Background: an optimization exercise with open tools, aiming at small area. Do not read the settings as production practice.
The RTL was checked by simulation tests, not by an equivalence proof against the original design.
The clock port is modelled as an ideal driver; clocking choices that lean on that would not hold on a real chip.
Power and IR drop assume default switching activity.

## rvCore
module rvCore (
    input  logic        clock,
    input  logic        arstN,
    input  logic        instrValid,
    input  logic [31:0] instrWord,
    output logic        wbValid,
    output logic [4:0]  wbRd,
    output logic [31:0] wbData
);
For scale: roughly 1,700 flip-flops, about 73 I/O pins, roughly 67,000 sq um of cells after synthesis.
Settings: LEC_CHECK=0, CAP_MARGIN=20, CORE_MARGIN=2, CORE_UTILIZATION=40, SLEW_MARGIN=20, SYNTH_HIERARCHICAL=1; clock period 8.0 ns.
standard.sh (not shown) runs the stock make flow with config.mk's settings and CLKGATE_MAP_FILE= SYNTH_SCRIPT=/design/flow/synth_recipe.tcl, a recipe that flattens the netlist after the stock synthesis.
==> flow/flow/run.sh <==
#!/bin/bash
# The standard layout with a leaner clock tree: small leaf clock buffers in
# small clusters, no dummy loads, then only the leaves whose sinks see a slow
# clock edge are upsized (flow/clkfix.tcl). Ports get minimum-size buffers.
# The make run's full output goes to standard_flow.log in the work folder;
# ORFS keeps each step's log under orfs/logs.
set -euo pipefail
HERE=$(pwd)
CTS="-sink_clustering_enable -repair_clock_nets -dont_use_dummy_load -buf_list sky130_fd_sc_hd__clkbuf_4 -sink_clustering_size 10 -sink_clustering_max_diameter 50"
bash standard.sh "CTS_ARGS=$CTS" "POST_CTS_TCL=$HERE/flow/clkfix.tcl" \
  "BUFFER_PORTS_ARGS=-buffer_cell sky130_fd_sc_hd__buf_1" finish > standard_flow.log 2>&1
==> flow/flow/clkfix.tcl <==
# Upsize clock buffers whose sinks see a slow clock edge, smallest first
proc clk_sink_slew { inst } {
  set mx 0.0
  set net [get_nets -of_objects [get_pins [get_full_name $inst]/X]]
  foreach p [get_pins -of_objects $net -filter "direction==input"] {
    set s [get_property $p slew_max]
    if { $s > $mx } { set mx $s }
  }
  return $mx
}
proc clk_upsize { target } {
  set sizes {sky130_fd_sc_hd__clkbuf_1 sky130_fd_sc_hd__clkbuf_2 sky130_fd_sc_hd__clkbuf_4 sky130_fd_sc_hd__clkbuf_8 sky130_fd_sc_hd__clkbuf_16}
  for { set it 0 } { $it < 12 } { incr it } {
    estimate_parasitics -placement
    set changed 0
    foreach inst [get_cells *] {
      set m [get_property $inst ref_name]
      set i [lsearch $sizes $m]
      if { $i < 0 || $i >= [llength $sizes] - 1 } { continue }
      if { [clk_sink_slew $inst] > $target } {
        replace_cell [get_full_name $inst] [lindex $sizes [expr $i + 1]]
        incr changed
      }
    }
    puts "clk_upsize iteration $it: upsized $changed"
    if { $changed == 0 } { break }
  }
}

# Run after CTS: upsize leaf clock buffers until every clock sink's estimated
# slew is under the target, then legalize the placement again.
clk_upsize 0.105
detailed_placement
check_placement -verbose
Change:
--- a/flow/config.mk
+++ b/flow/config.mk
@@ -10 +10,2 @@
-export CORE_UTILIZATION = 40
+export CORE_UTILIZATION = 55
+export PLACE_DENSITY = 0.75
=> The new run went through all stages and came out clean. Setup slack loses 96 ps. Sequential share of layout area goes up by 0.90 points. Via count increases by about 0.6%. Synthesized cell count does not change. Design area drops by 1.3%. Flip-flop and latch count does not change.

---

Setup of run A:
rvCore again, from the RTL that the note above started with.
export LEC_CHECK = 0
export CAP_MARGIN = 20
export CORE_MARGIN = 2
export CORE_UTILIZATION = 40
export SLEW_MARGIN = 20
export SYNTH_HIERARCHICAL = 1
create_clock -name core_clock -period 8.0 [get_ports {clock}]
==> flow/flow/run.sh <==
#!/bin/bash
# The standard layout with a leaner clock tree: small leaf clock buffers in
# small clusters, no dummy loads, then only the leaves whose sinks see a slow
# clock edge are upsized, and gates with drive to spare are downsized
# (flow/clkfix.tcl). Ports get minimum-size buffers.
# The make run's full output goes to standard_flow.log in the work folder;
# ORFS keeps each step's log under orfs/logs.
set -euo pipefail
HERE=$(pwd)
CTS="-sink_clustering_enable -repair_clock_nets -dont_use_dummy_load -buf_list sky130_fd_sc_hd__clkbuf_4 -sink_clustering_size 10 -sink_clustering_max_diameter 50"
bash standard.sh "CTS_ARGS=$CTS" "POST_CTS_TCL=$HERE/flow/clkfix.tcl" \
  "BUFFER_PORTS_ARGS=-buffer_cell sky130_fd_sc_hd__buf_1" finish > standard_flow.log 2>&1
==> flow/flow/clkfix.tcl <==
# Upsize clock buffers whose sinks see a slow clock edge, smallest first
proc clk_sink_slew { inst } {
  set mx 0.0
  set net [get_nets -of_objects [get_pins [get_full_name $inst]/X]]
  foreach p [get_pins -of_objects $net -filter "direction==input"] {
    set s [get_property $p slew_max]
    if { $s > $mx } { set mx $s }
  }
  return $mx
}
proc clk_upsize { target } {
  set sizes {sky130_fd_sc_hd__clkbuf_1 sky130_fd_sc_hd__clkbuf_2 sky130_fd_sc_hd__clkbuf_4 sky130_fd_sc_hd__clkbuf_8 sky130_fd_sc_hd__clkbuf_16}
  for { set it 0 } { $it < 12 } { incr it } {
    estimate_parasitics -placement
    set changed 0
    foreach inst [get_cells *] {
      set m [get_property $inst ref_name]
      set i [lsearch $sizes $m]
      if { $i < 0 || $i >= [llength $sizes] - 1 } { continue }
      if { [clk_sink_slew $inst] > $target } {
        replace_cell [get_full_name $inst] [lindex $sizes [expr $i + 1]]
        incr changed
      }
    }
    puts "clk_upsize iteration $it: upsized $changed"
    if { $changed == 0 } { break }
  }
}

# Gates whose only load is one buffer need no more than the smallest drive
proc downsize_buffer_drivers {} {
  set n 0
  set saved 0.0
  foreach inst [get_cells *] {
    set m [get_property $inst ref_name]
    if {![regexp {^sky130_fd_sc_hd__(buf|clkbuf)_\d+$} $m]} continue
    if {[string match "*clkbuf*" $m]} continue
    set name [get_full_name $inst]
    set in [get_nets -of_objects [get_pins $name/A]]
    set pins [get_pins -of_objects $in]
    if {[llength $pins] != 2} continue
    set drv ""
    foreach p $pins { if {[get_property $p direction] eq "output"} { set drv $p } }
    if {$drv eq ""} continue
    set dinst [get_cells -of_objects $drv]
    set dm [get_property $dinst ref_name]
    if {[string match "*df*" $dm] || [string match "*buf*" $dm] || [string match "*dly*" $dm]} continue
    if {![regexp {^(sky130_fd_sc_hd__\w+)_(\d+)$} $dm -> base d]} continue
    if {$d <= 1} continue
    set small ""
    foreach s {1 0} { if {[llength [get_lib_cells -quiet */${base}_$s]] > 0} { set small ${base}_$s; break } }
    if {$small eq ""} continue
    set saved [expr $saved + [get_property [get_lib_cells */$dm] area] - [get_property [get_lib_cells */$small] area]]
    replace_cell [get_full_name $dinst] $small
    incr n
  }
  puts "downsize_buffer_drivers: $n gates, [format %.1f $saved] um2"
}

# Try the smallest drive of every other upsized gate; keep it only if its
# output still meets slew and capacitance limits with margin and the design
# keeps its setup slack.
proc downsize_gates { min_slack } {
  set n 0
  set saved 0.0
  foreach inst [get_cells *] {
    set dm [get_property $inst ref_name]
    if {[string match "*df*" $dm] || [string match "*clkbuf*" $dm] || [string match "*dly*" $dm] || [string match "*tap*" $dm] || [string match "*conb*" $dm]} continue
    if {![regexp {^(sky130_fd_sc_hd__\w+)_(\d+)$} $dm -> base d]} continue
    if {$d <= 1} continue
    set small ""
    foreach s {1 0} { if {[llength [get_lib_cells -quiet */${base}_$s]] > 0} { set small ${base}_$s; break } }
    if {$small eq ""} continue
    set name [get_full_name $inst]
    replace_cell $name $small
    estimate_parasitics -placement
    set ok 1
    foreach p [get_pins -of_objects $inst -filter "direction==output"] {
      if {[get_property $p slew_max] > 0.9} { set ok 0 }
      set net [get_nets -of_objects $p]
      foreach q [get_pins -of_objects $net -filter "direction==input"] {
        if {[get_property $q slew_max] > 0.9} { set ok 0 }
      }
    }
    if {$ok && [sta::worst_slack -max] < $min_slack} { set ok 0 }
    if {$ok} {
      set saved [expr $saved + [get_property [get_lib_cells */$dm] area] - [get_property [get_lib_cells */$small] area]]
      incr n
    } else {
      replace_cell $name $dm
      estimate_parasitics -placement
    }
  }
  puts "downsize_gates: $n gates, [format %.1f $saved] um2"
}

# Run after CTS: upsize leaf clock buffers until every clock sink's estimated
# slew is under the target; give gates that only drive one buffer, and other
# gates with slack and slew to spare, their smallest drive; then legalize the
# placement again.
clk_upsize 0.105
downsize_buffer_drivers
downsize_gates 1.0
detailed_placement
check_placement -verbose
diff inputs: run A => run B
- PLACE_DENSITY: unset -> 0.75
- CORE_UTILIZATION: 40 -> 55
### Flow results
Looking only at number of detailed-routing iterations run before antenna repair, and setting everything else aside, the higher value of run B and run A goes to run B. Lower wire length of the first global-routing pass goes to run B over run A. Run A → run B: post-placement setup slack higher; highest clock frequency the design can meet lower; met2 usage in global routing rose 12 points; post-route total power shrank by 0.29 mW. Die extent in x is higher on run A. Delta (run B minus run A): clock network power now smaller, count of vias placed by the detailed router now larger.
The following lists how run C was set up differently from run B:
- CORE_UTILIZATION changed from 55 to 40
- PLACE_DENSITY removed (was 0.75)
--- a/flow/flow/clkfix.tcl
+++ b/flow/flow/clkfix.tcl
@@ -101 +101 @@
-clk_upsize 0.105
+clk_upsize 0.11
@@ -103 +103 @@
-downsize_gates 1.0
+downsize_gates 0.95
### Flow results
Going from run B to run C, clock buffer count in the final layout has increased, aggregate routed wire length increased by 19000 um relative to the old numbers, number of non-clock buffers shrank by 6, sequential power share decreased by 0.3 points relative to the old numbers.
Worst setup slack is lower on run C
Per the comparison of run C with run B, summed area of non-filler cells in the final layout rose by 700 sq um; total power increased by about 0.7% relative to the old numbers; cell-internal power held steady.

## re-timing with driven ports
The flow's constraints put no driver on any port. The routed layouts listed below were extracted and timed again, unchanged, in two steps.
Step 1, drivers: a clkbuf_16 drives clock and a buf_2 each remaining input, both assumed.
Step 2 adds t to the input delays and takes it off the output delays; t is the mean of the earliest and latest rising clock arrival at the registers after step 1. Input paths then give back, and output paths get back, about the clock's delay inside the block.
a / b / c = no drivers / after step 1 / after step 2; a / b = the first two.
run	t (ns)	setup WS [ns]	worst setup path after step 2	slew at the worst register clock pin (ns)	pins driven straight from the clock port
the first run of note 1	0.865	0.798 / 0.798 / 0.798	register to register	0.12 / 0.12	1
the second run of note 1	0.818	0.702 / 0.702 / 0.702	register to register	0.11 / 0.11	1
run A	0.863	0.632 / 0.632 / 0.632	register to register	0.11 / 0.11	1
run B	0.823	0.605 / 0.605 / 0.605	register to register	0.11 / 0.11	1
run C	0.861	0.600 / 0.600 / 0.600	register to register	0.12 / 0.12	1
After both steps setup and hold are still met in every run listed.
